This is an optimization exercise on Yosys and OpenROAD, whose aim is a short achievable clock period and few clock cycles per item, not a production implementation. Only simulation tests tie the RTL to the original design; equivalence was not proved. Power and IR drop assume default switching activity.

### flow/design.v
`default_nettype none
package exec_pkg;
  typedef logic [31:0] word_t;       
  typedef logic [5:0]  op_t;         
  typedef logic [4:0]  reg_addr_t;   
  typedef logic [19:0] boffset_t;    
  typedef logic [3:0]  sel_t;        
  localparam op_t OP_LUI   = 6'd0;
  localparam op_t OP_AUIPC = 6'd1;
  localparam op_t OP_JAL   = 6'd2;
  localparam op_t OP_JALR  = 6'd3;
  localparam op_t OP_ADD   = 6'd4;
  localparam op_t OP_SUB   = 6'd5;
  localparam op_t OP_XOR   = 6'd6;
  localparam op_t OP_OR    = 6'd7;
  localparam op_t OP_AND   = 6'd8;
  localparam op_t OP_SLT   = 6'd9;
  localparam op_t OP_SLTU  = 6'd10;
  localparam op_t OP_SLL   = 6'd11;
  localparam op_t OP_SRL   = 6'd12;
  localparam op_t OP_SRA   = 6'd13;
  localparam op_t OP_LB    = 6'd14;
  localparam op_t OP_LH    = 6'd15;
  localparam op_t OP_LW    = 6'd16;
  localparam op_t OP_LBU   = 6'd17;
  localparam op_t OP_LHU   = 6'd18;
  localparam op_t OP_SB    = 6'd19;
  localparam op_t OP_SH    = 6'd20;
  localparam op_t OP_SW    = 6'd21;
  localparam op_t OP_BEQ   = 6'd22;
  localparam op_t OP_BNE   = 6'd23;
  localparam op_t OP_BLT   = 6'd24;
  localparam op_t OP_BGE   = 6'd25;
  localparam op_t OP_BLTU  = 6'd26;
  localparam op_t OP_BGEU  = 6'd27;
  typedef struct packed {
    word_t     pc;
    op_t       op;
    word_t     param1;   
    word_t     param2;   
    word_t     param3;   
    reg_addr_t rd;
  } exec_req_t;
  typedef struct packed {
    logic      result_write;   
    reg_addr_t result_addr;
    word_t     result;
    logic      branch;         
    boffset_t  boffset;        
  } exec_resp_t;
  typedef struct packed {
    word_t adr;
    word_t dat;
    logic  we;
    sel_t  sel;
    logic  stb;
    logic  cyc;
  } wb_req_t;
endpackage
`default_nettype wire
`timescale 1ns/1ps
`default_nettype none
module ks_ng (
  input  logic [31:0] x, y,
  input  logic        cin,
  output logic [31:0] ng
);
  always_comb begin
    ng    = ~(x & y);
    ng[0] = !((x[0] & y[0]) | ((x[0] | y[0]) & cin));
  end
endmodule
module ks_np (
  input  logic [31:0] x, y,
  output logic [31:0] np
);
  assign np = ~(x ^ y);
endmodule
module ks_lvl_n #(parameter int D = 1) (
  input  logic [31:0] g, p,
  output logic [31:0] ng, np
);
  always_comb begin
    for (int i = 0; i < 32; i++) begin
      if (i >= D) begin
        ng[i] = !(g[i] | (p[i] & g[i-D]));
        np[i] = !(p[i] & p[i-D]);
      end else begin
        ng[i] = !g[i];
        np[i] = !p[i];
      end
    end
  end
endmodule
module ks_lvl_p #(parameter int D = 1) (
  input  logic [31:0] ng, np,
  output logic [31:0] g, p
);
  always_comb begin
    for (int i = 0; i < 32; i++) begin
      if (i >= D) begin
        g[i] = !(ng[i] & (np[i] | ng[i-D]));
        p[i] = !(np[i] | np[i-D]);
      end else begin
        g[i] = !ng[i];
        p[i] = !np[i];
      end
    end
  end
endmodule
module ks_sum (
  input  logic [31:0] np0, g,
  input  logic        cin,
  output logic [32:0] s
);
  assign s = {g[31], ~(np0 ^ {g[30:0], cin})};
endmodule
module add32 (
  input  logic [31:0] x, y,
  input  logic        cin,
  output logic [32:0] s
);
  logic [31:0] ng0, np0, g1, p1, ng2, np2, g3, p3, ng4, np4, g5, p5;
  ks_ng          u0 (.x(x), .y(y), .cin(cin), .ng(ng0));
  ks_np          u0p (.x(x), .y(y), .np(np0));
  ks_lvl_p #(1)  u1 (.ng(ng0), .np(np0), .g(g1),   .p(p1));
  ks_lvl_n #(2)  u2 (.g(g1),   .p(p1),   .ng(ng2), .np(np2));
  ks_lvl_p #(4)  u3 (.ng(ng2), .np(np2), .g(g3),   .p(p3));
  ks_lvl_n #(8)  u4 (.g(g3),   .p(p3),   .ng(ng4), .np(np4));
  ks_lvl_p #(16) u5 (.ng(ng4), .np(np4), .g(g5),   .p(p5));
  ks_sum         u6 (.np0(np0), .g(g5), .cin(cin), .s(s));
endmodule
module exec_unit (
  input  logic        clk_i,
  input  logic        rst_i,
  input  logic        req_valid_i,
  output logic        req_ready_o,
  input  logic [31:0] req_pc_i,
  input  logic [5:0]  req_op_i,
  input  logic [31:0] req_param1_i,
  input  logic [31:0] req_param2_i,
  input  logic [31:0] req_param3_i,
  input  logic [4:0]  req_rd_i,
  output logic        resp_valid_o,
  input  logic        resp_ready_i,
  output logic        resp_write_o,
  output logic [4:0]  resp_addr_o,
  output logic [31:0] resp_result_o,
  output logic        resp_branch_o,
  output logic [19:0] resp_boffset_o,
  output logic [31:0] wb_adr_o,
  output logic [31:0] wb_dat_o,
  output logic        wb_we_o,
  output logic [3:0]  wb_sel_o,
  output logic        wb_stb_o,
  output logic        wb_cyc_o,
  input  logic [31:0] wb_dat_i,
  input  logic        wb_ack_i
);
  localparam int D  = 12;   
  localparam int DW = 4;
  localparam int B  = 6;    
  localparam int BW = 3;
  logic [31:0] a, b, c, pc;
  logic [5:0]  op;
  assign a  = req_param1_i;
  assign b  = req_param2_i;
  assign c  = req_param3_i;
  assign pc = req_pc_i;
  assign op = req_op_i;
  logic rdy_q, nrdy_q, acc;
  assign req_ready_o = rdy_q;
  assign acc         = req_valid_i & !nrdy_q;
  logic        d_lui, d_auipc, d_jal, d_add, d_sub, d_xor, d_or, d_and;
  logic        d_slt, d_sltu, d_sll, d_srl, d_sra, d_load, d_store, d_mem, d_br;
  logic        d_beq, d_bne, d_blt, d_bge, d_bltu, d_bgeu, d_inv;
  logic [1:0]  d_size;     
  logic        d_sgn;
  always_comb begin
    d_lui   = (op == 6'd0);
    d_auipc = (op == 6'd1);
    d_jal   = (op == 6'd2) || (op == 6'd3);
    d_add   = (op == 6'd4);
    d_sub   = (op == 6'd5);
    d_xor   = (op == 6'd6);
    d_or    = (op == 6'd7);
    d_and   = (op == 6'd8);
    d_slt   = (op == 6'd9);
    d_sltu  = (op == 6'd10);
    d_sll   = (op == 6'd11);
    d_srl   = (op == 6'd12);
    d_sra   = (op == 6'd13);
    d_load  = (op >= 6'd14) && (op <= 6'd18);
    d_store = (op >= 6'd19) && (op <= 6'd21);
    d_mem   = d_load || d_store;
    d_br    = (op >= 6'd22) && (op <= 6'd27);
    d_beq   = (op == 6'd22);
    d_bne   = (op == 6'd23);
    d_blt   = (op == 6'd24);
    d_bge   = (op == 6'd25);
    d_bltu  = (op == 6'd26);
    d_bgeu  = (op == 6'd27);
    d_inv   = d_sub || d_slt || d_sltu || d_br;    
    case (op)
      6'd14, 6'd17, 6'd19: d_size = 2'd0;
      6'd15, 6'd18, 6'd20: d_size = 2'd1;
      default:             d_size = 2'd2;
    endcase
    d_sgn = (op == 6'd14) || (op == 6'd15);
  end
  logic          r_v;
  logic [DW-1:0] r_idx;
  logic [31:0]   r_x, r_y, r_c;
  logic [31:0]   r_nx, r_ny;    
  logic          r_cin;
  logic [4:0]    r_rd;
  logic [3:0]    r_sl_lo, r_sr_lo;    
  logic [7:0]    r_sh_hi;             
  logic          r_fill;              
  logic          r_xor, r_or, r_and, r_use_sum, r_slt, r_sltu, r_jal, r_mem, r_store, r_wr;
  logic          r_beq, r_bne, r_blt, r_bge, r_bltu, r_bgeu, r_sgn;
  logic [1:0]    r_size;
  logic [DW-1:0] acc_ptr;
  always_ff @(posedge clk_i) begin
    r_idx     <= acc_ptr;
    r_x       <= (d_auipc || d_jal) ? pc : (d_lui ? 32'd0 : a);
    r_y       <= d_jal ? 32'd4 : (b ^ {32{d_inv}});
    r_nx      <= ~a;
    r_ny      <= ~b;
    r_cin     <= d_inv;
    r_xor     <= d_xor;
    r_or      <= d_or;
    r_and     <= d_and;
    r_sl_lo   <= d_sll ? (4'b0001 << b[1:0]) : 4'b0000;
    r_sr_lo   <= (d_srl || d_sra) ? (4'b0001 << b[1:0]) : 4'b0000;
    r_sh_hi   <= 8'b0000_0001 << b[4:2];
    r_fill    <= d_sra && a[31];
    r_use_sum <= d_add || d_sub || d_auipc || d_jal || d_lui;
    r_slt     <= d_slt;
    r_sltu    <= d_sltu;
    r_jal     <= d_jal;
    r_mem     <= d_mem;
    r_store   <= d_store;
    r_wr      <= !(d_store || d_br);
    r_beq     <= d_beq;
    r_bne     <= d_bne;
    r_blt     <= d_blt;
    r_bge     <= d_bge;
    r_bltu    <= d_bltu;
    r_bgeu    <= d_bgeu;
    r_size    <= d_size;
    r_sgn     <= d_sgn;
    r_c       <= c;
    r_rd      <= req_rd_i;
  end
  logic [32:0] x_sum33;    
  add32 u_add (.x(r_x), .y(r_y), .cin(r_cin), .s(x_sum33));
  logic [1:0]  lo2;
  logic [3:0]  sel_d;
  logic [31:0] wdat_d;
  always_comb begin
    lo2 = ~r_nx[1:0] + ~r_ny[1:0];
    case (r_size)
      2'd0:    sel_d = 4'b0001 << lo2;
      2'd1:    sel_d = lo2[1] ? 4'b1100 : 4'b0011;
      default: sel_d = 4'b1111;
    endcase
    case (r_size)
      2'd0:    wdat_d = {4{r_c[7:0]}};
      2'd1:    wdat_d = {2{r_c[15:0]}};
      default: wdat_d = r_c;
    endcase
  end
  logic [31:0] sx, sl1, sr1, sl2, sr2;
  always_comb begin
    sx = ~r_nx;
    for (int i = 0; i < 32; i++) begin
      sl1[i] = 1'b0;
      sr1[i] = 1'b0;
      for (int k = 0; k < 4; k++) begin
        if (i - k >= 0) sl1[i] = sl1[i] | (r_sl_lo[k] & sx[i-k]);
        if (i + k < 32) sr1[i] = sr1[i] | (r_sr_lo[k] & sx[i+k]);
        else            sr1[i] = sr1[i] | (r_sr_lo[k] & r_fill);
      end
    end
    for (int i = 0; i < 32; i++) begin
      sl2[i] = 1'b0;
      sr2[i] = 1'b0;
      for (int k = 0; k < 8; k++) begin
        if (i - 4*k >= 0) sl2[i] = sl2[i] | (r_sh_hi[k] & sl1[i-4*k]);
        if (i + 4*k < 32) sr2[i] = sr2[i] | (r_sh_hi[k] & sr1[i+4*k]);
        else              sr2[i] = sr2[i] | (r_sh_hi[k] & r_fill);
      end
    end
  end
  logic          a_v;
  logic [DW-1:0] a_idx;
  logic [32:0]   a_sum33;
  logic [31:0]   a_misc, a_wdat;
  logic          a_use_sum, a_slt, a_sltu, a_jal, a_mem, a_store, a_wr;
  logic          a_beq, a_bne, a_blt, a_bge, a_bltu, a_bgeu, a_sgn;
  logic          a_eq, a_a31, a_b31;
  logic [1:0]    a_size;
  logic [3:0]    a_sel;
  logic [19:0]   a_c20;
  logic [4:0]    a_rd;
  always_ff @(posedge clk_i) begin
    a_idx     <= r_idx;
    a_sum33   <= x_sum33;
    a_misc    <= ({32{r_xor}} & (r_nx ^ r_ny))
               | ({32{r_or}}  & ~(r_nx & r_ny))
               | ({32{r_and}} & ~(r_nx | r_ny))
               | sl2 | sr2;
    a_eq      <= ~|(r_nx ^ r_ny);
    a_a31     <= !r_nx[31];
    a_b31     <= !r_ny[31];
    a_use_sum <= r_use_sum;
    a_slt     <= r_slt;
    a_sltu    <= r_sltu;
    a_jal     <= r_jal;
    a_mem     <= r_mem;
    a_store   <= r_store;
    a_wr      <= r_wr;
    a_beq     <= r_beq;
    a_bne     <= r_bne;
    a_blt     <= r_blt;
    a_bge     <= r_bge;
    a_bltu    <= r_bltu;
    a_bgeu    <= r_bgeu;
    a_size    <= r_size;
    a_sgn     <= r_sgn;
    a_sel     <= sel_d;
    a_wdat    <= wdat_d;
    a_c20     <= r_c[19:0];
    a_rd      <= r_rd;
  end
  logic lt_s, lt_u, taken;
  logic [31:0] a_out;
  always_comb begin
    lt_s  = (a_a31 != a_b31) ? a_a31 : a_sum33[31];
    lt_u  = !a_sum33[32];
    taken = a_jal
          | (a_beq  &  a_eq) | (a_bne  & !a_eq)
          | (a_blt  &  lt_s) | (a_bge  & !lt_s)
          | (a_bltu &  lt_u) | (a_bgeu & !lt_u);
    a_out = a_misc | ({32{a_use_sum}} & a_sum33[31:0]) | {31'b0, (a_slt & lt_s) | (a_sltu & lt_u)};
  end
  logic [D-1:0]  rob_done;   
  logic          rob_wr   [D];
  logic [4:0]    rob_rd   [D];
  logic [31:0]   rob_res  [D];
  logic          rob_br   [D];
  logic [19:0]   rob_bo   [D];
  logic [D-1:0]  head, head_m1;    
  logic [D-1:0]  nhead;            
  localparam logic [D-1:0] HEAD0 = 1;
  logic [DW:0]   cnt;              
  logic          stb_q, nstb_q;    
  logic [31:0]   adr_q, dat_q;
  logic [1:0]    nlo_q;    
  logic          we_q;
  logic [3:0]    sel_q;
  logic [DW-1:0] idx_q;
  logic [1:0]    size_q;
  logic          sgn_q;
  logic          done_bus;
  logic [31:0]   ld_d;
  assign done_bus = !nstb_q && wb_ack_i;
  logic rv_q, nrv_q, move, taken_resp;    
  assign move       = |(rob_done & ~nhead) && (nrv_q || resp_ready_i);
  assign taken_resp = !nrv_q && resp_ready_i;
  always_ff @(posedge clk_i) begin
    for (int i = 0; i < D; i++) begin
      if (a_v && a_idx == DW'(i)) begin
        rob_wr[i]  <= a_wr;
        rob_rd[i]  <= a_rd;
        rob_res[i] <= a_out;
        rob_br[i]  <= taken;
        rob_bo[i]  <= taken ? a_c20 : 20'd0;
      end else if (done_bus && !we_q && idx_q == DW'(i)) begin
        rob_res[i] <= ld_d;
      end
    end
  end
  always_ff @(posedge clk_i) begin
    if (rst_i) begin
      rob_done <= '0;
      head     <= D'(1);
      nhead    <= ~HEAD0;
      head_m1  <= D'(1) << (D - 1);
      acc_ptr  <= '0;
      a_v      <= 1'b0;
      r_v      <= 1'b0;
    end else begin
      for (int i = 0; i < D; i++) begin
        if (a_v && a_idx == DW'(i)) begin
          rob_done[i] <= !a_mem;
        end else if (done_bus && idx_q == DW'(i)) begin
          rob_done[i] <= 1'b1;
        end else if (move && head[i]) begin
          rob_done[i] <= 1'b0;
        end
      end
      r_v <= acc;
      a_v <= r_v;
      if (acc) acc_ptr <= (acc_ptr == DW'(D - 1)) ? '0 : acc_ptr + 1'b1;
      if (move) begin
        head    <= {head[D-2:0], head[D-1]};
        nhead   <= {nhead[D-2:0], nhead[D-1]};
        head_m1 <= head;
      end
    end
  end
  logic        o_wr, o_br;
  logic [4:0]  o_rd;
  logic [31:0] o_res;
  logic [19:0] o_bo;
  logic        sh_wr, sh_br, hd_wr, hd_br;
  logic [4:0]  sh_rd, hd_rd;
  logic [31:0] sh_res, hd_res;
  logic [19:0] sh_bo, hd_bo;
  always_comb begin
    sh_wr = 1'b0; sh_br = 1'b0; sh_rd = '0; sh_res = '0; sh_bo = '0;
    hd_wr = 1'b0; hd_br = 1'b0; hd_rd = '0; hd_res = '0; hd_bo = '0;
    for (int i = 0; i < D; i++) begin
      sh_wr  = sh_wr  | (head[i] & rob_wr[i]);
      sh_br  = sh_br  | (head[i] & rob_br[i]);
      sh_rd  = sh_rd  | ({5{head[i]}}  & rob_rd[i]);
      sh_res = sh_res | ({32{head[i]}} & rob_res[i]);
      sh_bo  = sh_bo  | ({20{head[i]}} & rob_bo[i]);
      hd_wr  = hd_wr  | (head_m1[i] & rob_wr[i]);
      hd_br  = hd_br  | (head_m1[i] & rob_br[i]);
      hd_rd  = hd_rd  | ({5{head_m1[i]}}  & rob_rd[i]);
      hd_res = hd_res | ({32{head_m1[i]}} & rob_res[i]);
      hd_bo  = hd_bo  | ({20{head_m1[i]}} & rob_bo[i]);
    end
  end
  always_ff @(posedge clk_i) begin
    if (rst_i) begin
      rv_q  <= 1'b0;
      nrv_q <= 1'b1;
    end else begin
      rv_q  <= move || (!nrv_q && !resp_ready_i);
      nrv_q <= !(move || (!nrv_q && !resp_ready_i));
    end
    o_wr  <= move ? sh_wr  : hd_wr;
    o_rd  <= move ? sh_rd  : hd_rd;
    o_res <= move ? sh_res : hd_res;
    o_br  <= move ? sh_br  : hd_br;
    o_bo  <= move ? sh_bo  : hd_bo;
  end
  assign resp_valid_o   = rv_q;
  assign resp_write_o   = o_wr;
  assign resp_addr_o    = o_rd;
  assign resp_result_o  = o_res;
  assign resp_branch_o  = o_br;
  assign resp_boffset_o = o_bo;
  logic [31:0]   bq_adr  [B];
  logic [31:0]   bq_dat  [B];
  logic          bq_we   [B];
  logic [3:0]    bq_sel  [B];
  logic [DW-1:0] bq_idx  [B];
  logic [1:0]    bq_size [B];
  logic          bq_sgn  [B];
  logic [B-1:0]  bq_cur, bq_cur1, bq_tail;    
  logic [BW:0]   bq_cnt;
  logic          last_q;                      
  logic          new_mem, avail;
  logic [BW:0]   bq_cnt_d;
  assign new_mem  = a_v && a_mem;
  assign avail    = !nstb_q && !(done_bus && last_q);
  assign bq_cnt_d = bq_cnt + (BW+1)'(new_mem) - (BW+1)'(done_bus);
  logic [31:0]   c0_adr, c0_dat, c1_adr, c1_dat;
  logic          c0_we, c1_we, c0_sgn, c1_sgn;
  logic [3:0]    c0_sel, c1_sel;
  logic [DW-1:0] c0_idx, c1_idx;
  logic [1:0]    c0_size, c1_size;
  always_comb begin
    c0_adr = '0; c0_dat = '0; c0_we = 1'b0; c0_sgn = 1'b0; c0_sel = '0; c0_idx = '0; c0_size = '0;
    c1_adr = '0; c1_dat = '0; c1_we = 1'b0; c1_sgn = 1'b0; c1_sel = '0; c1_idx = '0; c1_size = '0;
    for (int i = 0; i < B; i++) begin
      c0_adr  = c0_adr  | ({32{bq_cur[i]}} & bq_adr[i]);
      c0_dat  = c0_dat  | ({32{bq_cur[i]}} & bq_dat[i]);
      c0_we   = c0_we   | (bq_cur[i] & bq_we[i]);
      c0_sgn  = c0_sgn  | (bq_cur[i] & bq_sgn[i]);
      c0_sel  = c0_sel  | ({4{bq_cur[i]}} & bq_sel[i]);
      c0_idx  = c0_idx  | ({DW{bq_cur[i]}} & bq_idx[i]);
      c0_size = c0_size | ({2{bq_cur[i]}} & bq_size[i]);
      c1_adr  = c1_adr  | ({32{bq_cur1[i]}} & bq_adr[i]);
      c1_dat  = c1_dat  | ({32{bq_cur1[i]}} & bq_dat[i]);
      c1_we   = c1_we   | (bq_cur1[i] & bq_we[i]);
      c1_sgn  = c1_sgn  | (bq_cur1[i] & bq_sgn[i]);
      c1_sel  = c1_sel  | ({4{bq_cur1[i]}} & bq_sel[i]);
      c1_idx  = c1_idx  | ({DW{bq_cur1[i]}} & bq_idx[i]);
      c1_size = c1_size | ({2{bq_cur1[i]}} & bq_size[i]);
    end
  end
  always_ff @(posedge clk_i) begin
    for (int i = 0; i < B; i++) begin
      if (new_mem && bq_tail[i]) begin
        bq_adr[i]  <= a_sum33[31:0];
        bq_dat[i]  <= a_wdat;
        bq_we[i]   <= a_store;
        bq_sel[i]  <= a_sel;
        bq_idx[i]  <= a_idx;
        bq_size[i] <= a_size;
        bq_sgn[i]  <= a_sgn;
      end
    end
    if (done_bus && !last_q) begin
      adr_q  <= c1_adr;
      nlo_q  <= ~c1_adr[1:0];
      dat_q  <= c1_dat;
      we_q   <= c1_we;
      sel_q  <= c1_sel;
      idx_q  <= c1_idx;
      size_q <= c1_size;
      sgn_q  <= c1_sgn;
    end else if (!nstb_q && !done_bus) begin
      adr_q  <= c0_adr;
      nlo_q  <= ~c0_adr[1:0];
      dat_q  <= c0_dat;
      we_q   <= c0_we;
      sel_q  <= c0_sel;
      idx_q  <= c0_idx;
      size_q <= c0_size;
      sgn_q  <= c0_sgn;
    end else begin
      adr_q  <= a_sum33[31:0];
      nlo_q  <= ~a_sum33[1:0];
      dat_q  <= a_wdat;
      we_q   <= a_store;
      sel_q  <= a_sel;
      idx_q  <= a_idx;
      size_q <= a_size;
      sgn_q  <= a_sgn;
    end
  end
  always_ff @(posedge clk_i) begin
    if (rst_i) begin
      stb_q   <= 1'b0;
      nstb_q  <= 1'b1;
      bq_cur  <= B'(1);
      bq_cur1 <= B'(2);
      bq_tail <= B'(1);
      bq_cnt  <= '0;
      last_q  <= 1'b0;
    end else begin
      stb_q  <= avail || new_mem;
      nstb_q <= !(avail || new_mem);
      if (new_mem) bq_tail <= {bq_tail[B-2:0], bq_tail[B-1]};
      if (done_bus) begin
        bq_cur  <= bq_cur1;
        bq_cur1 <= {bq_cur1[B-2:0], bq_cur1[B-1]};
      end
      bq_cnt <= bq_cnt_d;
      last_q <= (bq_cnt_d == (BW+1)'(1));
    end
  end
  assign wb_adr_o = adr_q;
  assign wb_dat_o = dat_q;
  assign wb_we_o  = we_q;
  assign wb_sel_o = sel_q;
  assign wb_stb_o = stb_q;
  assign wb_cyc_o = stb_q;
  logic [7:0]  lane_b;
  logic [15:0] lane_h;
  always_comb begin
    case (~nlo_q)
      2'd0:    lane_b = wb_dat_i[7:0];
      2'd1:    lane_b = wb_dat_i[15:8];
      2'd2:    lane_b = wb_dat_i[23:16];
      default: lane_b = wb_dat_i[31:24];
    endcase
    lane_h = !nlo_q[1] ? wb_dat_i[31:16] : wb_dat_i[15:0];
    case (size_q)
      2'd0:    ld_d = {{24{sgn_q & lane_b[7]}}, lane_b};
      2'd1:    ld_d = {{16{sgn_q & lane_h[15]}}, lane_h};
      default: ld_d = wb_dat_i;
    endcase
  end
  logic [BW+1:0] bq_k;       
  logic          rob_lt0, rob_lt1, rob_lt2, bq_lt0, bq_lt1, bq_lt2;
  logic          am, rdy_d;
  assign bq_k    = (BW+2)'(bq_cnt) + (BW+2)'(new_mem) + (BW+2)'(r_v && r_mem);
  assign rob_lt0 = cnt < (DW+1)'(D - 1);    
  assign rob_lt1 = cnt < (DW+1)'(D);
  assign rob_lt2 = cnt < (DW+1)'(D + 1);
  assign bq_lt0  = bq_k < (BW+2)'(B - 1);
  assign bq_lt1  = bq_k < (BW+2)'(B);
  assign bq_lt2  = bq_k < (BW+2)'(B + 1);
  assign am      = acc && d_mem;
  logic [DW:0] cnt_p1, cnt_m1;
  assign cnt_p1  = cnt + 1'b1;
  assign cnt_m1  = cnt - 1'b1;
  always_comb begin
    case ({acc, taken_resp})
      2'b10:   rdy_d = rob_lt0;
      2'b01:   rdy_d = rob_lt2;
      default: rdy_d = rob_lt1;
    endcase
    case ({am, done_bus})
      2'b10:   rdy_d = rdy_d && bq_lt0;
      2'b01:   rdy_d = rdy_d && bq_lt2;
      default: rdy_d = rdy_d && bq_lt1;
    endcase
  end
  always_ff @(posedge clk_i) begin
    if (rst_i) begin
      cnt    <= '0;
      rdy_q  <= 1'b1;
      nrdy_q <= 1'b0;
    end else begin
      case ({acc, taken_resp})    
        2'b10:   cnt <= cnt_p1;
        2'b01:   cnt <= cnt_m1;
        default: cnt <= cnt;
      endcase
      rdy_q  <= rdy_d;
      nrdy_q <= !rdy_d;
    end
  end
endmodule
`default_nettype wire
### flow/flow/run.sh
#!/bin/bash
# The standard layout, with two changes to how it is made:
# - the port buffers are buf_4 cells (the platform's default pick is a
#   delay cell, clkdlybuf4s50_1), still one buffer on every input and output;
# - the resizer may change a cell's footprint when it sizes it (the platform
#   otherwise limits sizing to cells of the same footprint).
set -euo pipefail
bash standard.sh "BUFFER_PORTS_ARGS=-buffer_cell sky130_fd_sc_hd__buf_4" MATCH_CELL_FOOTPRINT=0 finish > standard_flow.log 2>&1
### flow/standard.sh
#!/bin/bash
# synth_recipe.tcl (not shown) runs the flow's synth.tcl, then flattens the netlist and writes it again
# the make line also repeats each setting of config.mk as NAME=value (left out here)
make -C /OpenROAD-flow-scripts/flow DESIGN_CONFIG=/design/flow/config.mk WORK_HOME=/design/flow/orfs CLKGATE_MAP_FILE= SYNTH_SCRIPT=/design/flow/synth_recipe.tcl "${@:-finish}"
### flow/config.mk
export PLATFORM = sky130hd
export DESIGN_NAME = exec_unit
export DESIGN_NICKNAME = exec_unit
export VERILOG_FILES = /design/flow/design.v
export SDC_FILE = /design/flow/constraint.sdc
export NUM_CORES = 4
export LEC_CHECK = 0
export ABC_CLOCK_PERIOD_IN_PS = 2000
export CAP_MARGIN = 20
export CORE_MARGIN = 2
export CORE_UTILIZATION = 68
export CTS_CLUSTER_DIAMETER = 80
export CTS_CLUSTER_SIZE = 25
export SETUP_SLACK_MARGIN = 2.7
export SLEW_MARGIN = 20
export SYNTH_HIERARCHICAL = 1
export SYNTH_MINIMUM_KEEP_SIZE = 0
export TNS_END_PERCENT = 100
### flow/constraint.sdc
create_clock -name core_clock -period 5.0 [get_ports {clk_i}]
set_input_delay 1.0000 -clock core_clock [delete_from_list [all_inputs] [get_ports {clk_i}]]
set_output_delay 1.0000 -clock core_clock [all_outputs]
set_load 0.01 [all_outputs]
==> notes.md <==
-- sequential cells by signal, summed over array words and instances, names as in the netlist, 20 cells and up --
signal,cells
bq_idx,24
bq_dat,192
a_wdat,24
rob_rd,60
bq_sel,24
rob_res,384
r_c,32
a_c20,20
dat_q,32
r_nx,32
rob_bo,240
r_ny,32
r_y,32
r_x,32
bq_adr,192
adr_q,32
o_bo,20
a_misc,32
a_sum33,33
o_res,32
-- through the flow --
step / utilization, % / setup WS [ns] / power, mW / cell area, um2
after detailed placement: 71.7 / 1.74 / 19.2 / 78100
final: 75.8 / 2.60 / 26.8 / 82500
after floorplan: - / 2.23 / 17.9 / 75300
after CTS: 75.0 / 2.63 / 26.6 / 81700
after global placement: 71.7 / 1.79 / 19.2 / 78100
after global routing: 75.8 / 2.62 / 27.4 / 82500
-- final cells by class --
cell class	count	share of cell area (%)
clock inverters	14	0.217
diodes	6	0.0182
repair inverters	2	0.0152
flip-flops and latches	1718	55.9
well taps	1414	2.14
inverters	207	0.963
multi-input cells	3821	32.2
clock buffers	134	2.72
repair buffers	530	5.75
-- metal layers --
metal | global-route usage (%) | share of wire, %
met3 | 12.0 | 15
met2 | 64.6 | 44
met5 | 0.434 | 0.059
met4 | 26.9 | 7.1
met1 | 57.1 | 35
-- final timing paths --
check / start / endpoint / depth (start not counted)
max reg2reg: r_sr_lo[1]$_SDFF_PN0_ / a_misc[9]$_DFF_P_ / 5
min: r_rd[3]$_DFF_P_ / a_rd[3]$_DFF_P_ / 0
min reg2reg: r_rd[3]$_DFF_P_ / a_rd[3]$_DFF_P_ / 0
max: r_sr_lo[1]$_SDFF_PN0_ / a_misc[9]$_DFF_P_ / 5
-- report_power, final --
part | total, mW | internal, mW | switching [mW]
sequential | 16.6 | 15.8 | 0.789
combinational | 2.56 | 1.02 | 1.53
clock | 7.68 | 3.21 | 4.47
-- worst max-delay path: cells and delay by family (launching register included) --
family                 cells  cell delay [ns]
AND/OR/NAND/NOR            2             0.37
flip-flops                 1             0.58
buffers and inverters      1             0.59
AO/OA/AOI/OAI              2             0.79
-- cells in the final DEF, fill, tap and decap left out, types with 23 or more instances in the layout --
cell,instances
a221oi_1,455
ha_1,74
nand3_1,129
inv_1,197
a21oi_1,142
nand4_1,168
nor2b_1,27
nor3_1,26
clkbuf_1,52
a22oi_1,616
buf_4,458
a22o_1,362
xnor2_1,69
dfxtp_1,509
dfxtp_4,23
nand2b_1,120
edfxtp_1,1164
buf_12,36
nor2_1,112
clkbuf_16,86
nor2_4,23
o21ai_0,366
o21a_1,62
o21ai_1,163
nand2_1,478
o211ai_1,91
-- repair_timing --
| action | in CTS | in global routing |
|---|---|---|
| pin swaps | 28 | 14 |
| setup endpoints to repair | 1580 | 811 |
| resized for setup | 78 | 82 |
| setup buffers | 67 | 37 |
| gates cloned | 8 | 5 |
| endpoints found under the hold margin | 0 | 0 |
==> metrics.md <==
| Metric | Value |
|---|---|
| Via count | 60,200 |
| Pins Over Slew Limit | 0 |
| Maximum clock insertion buffer count | 3 |
| Crit path capture type | flop |
| WL final | approximately 250,000 um |
| Final min period | between 2 and 2.5 ns |
| Tot GR Track Use | around 44% |
| Root buffer cell | clkbuf_16 |
| # H-tree levels | 3 |
| Syn avg cell area | roughly 12 um2 |
| Setup CP Type | flop to flop |
| Status | complete, no violations |
| Gpl congestion | between 1 and 1.5 |
| Cell Count, Final, Fillers Out | approximately 8,000 |
| Clk Latency, worst-skew pair | 0.72 ns |
| Leak | around 28 nW |
| Initial antenna violation count | 10 |
| Worst-path cell chain | clkinvlp_2 > o2111ai_1 > o21ai_0 > and4_1 > nand4_1 |
| Share of cells above drive strength 1 | 13.5% |
| Cells after Synth | between 6,000 and 7,000 |
| Final cycle utilization of the critical path | between 40% and 50% |
| Buffers on Ports | around 300 |
| CP max stage cell | o2111ai_1 |
| Crit-path max cell delay | around 0.66 ns |
| Post-route DRC | 0 |
| Die width | approximately 340 um |
| Power per cell area | between 300 and 400 nW/um2 |
| Synth warn | 25 |
| Multi-input gate area | approximately 27,000 um2 |
| Critical Path AT | between 3 and 4 ns |
| Flop-to-flop setup slack | ~2.6 ns |
| CTS buffer count | 80 |
| P&R area growth vs syn | 10.5% |
| Placed cell count | between 7,000 and 8,000 |
| Max VDD drop | between 0.4 and 0.5 mV |
| Layout filler cell count | between 6,000 and 7,000 |
| DR WL/cell | approximately 32 um |
| RSZ-0062 raised after global routing | yes |
| Nets | roughly 6,600 |
| # clock sinks | ~1,700 |
| Die H | 335 um |
| Die area | between 100,000 and 150,000 um2 |
| Number of global-route vias before repair | approximately 57,000 |
| Core Area | 109,000 um2 |
| Routed Antenna Nets | 0 |
| Post-synth net total | 6,574 |
| Worst-path fanout max | 13 |
| Top-Level Pins | approximately 310 |
| Clock Skew | about 0.023 ns |
| Netlist Area Pre-Place | 74,700 um2 |
| CTS tree | built |
| Total Negative Setup Slacks | 0 ns |
| Reg clk slew, reported paths | around 0.09 ns |
| Drt initial violations | between 10,000 and 15,000 |
| Initial Util | between 60% and 70% |
| Measured slew at the worst slew-check pin | 1.24 ns |
| Final setup fails | 0 |
| Min Hold Slack | approximately 0.33 ns |
| Hpwl dp | approximately 150,000 um |
| Remaining Overflow, GRT | 0 |
| # rows | approximately 120 |
| # hold bufs at CTS | 0 |
| First-pass GRT wire length | approximately 360,000 um |
| Highest clock rate | around 420 MHz |
| CP Data Required Time | ~5.6 ns |
| Final hold vios | 0 |
| Largest net degree at the start of global routing | about 140 |
| Rel. slew slack | between 10% and 20% |
| Via density | around 7.7 |
| Max-cap violations | 0 |
| Drt pass-1 iters | 10 |
| Storage element area | between 40,000 and 50,000 um2 |
| Worst hold path class | flop to flop |
| Startpoint Class | flop |
Testbench counts, summed over its fixed seeds: cycles 24,101, items 24,000.

==> what the ideal ports hide <==
In the flow no input, the clock included, has a driving cell. The finished layout below was timed again as built, in two steps.
Step 1 sets driving cells, clkbuf_16 on the clock port and buf_2 on the other inputs (assumed; they add their load-dependent delay and slew).
Step 2 also shifts input and output timing later by t, the mid clock arrival at the registers, as if the neighbouring blocks saw the same clock.
Slacks: ideal ports / drivers / drivers and shift; pairs: ideal ports / drivers.
t (ns): 0.798
slack for setup (ns): 2.596 / 2.596 / 1.855
hold WS [ns]: 0.334 / 0.310 / 0.334
worst setup path after step 2: input to register
worst slew at a driven data input, ns: 0.16
After both steps setup and hold are still met in this run. For this run, drivers alone change the setup slack by 0.000 ns; drivers and shift together by -0.741 ns.
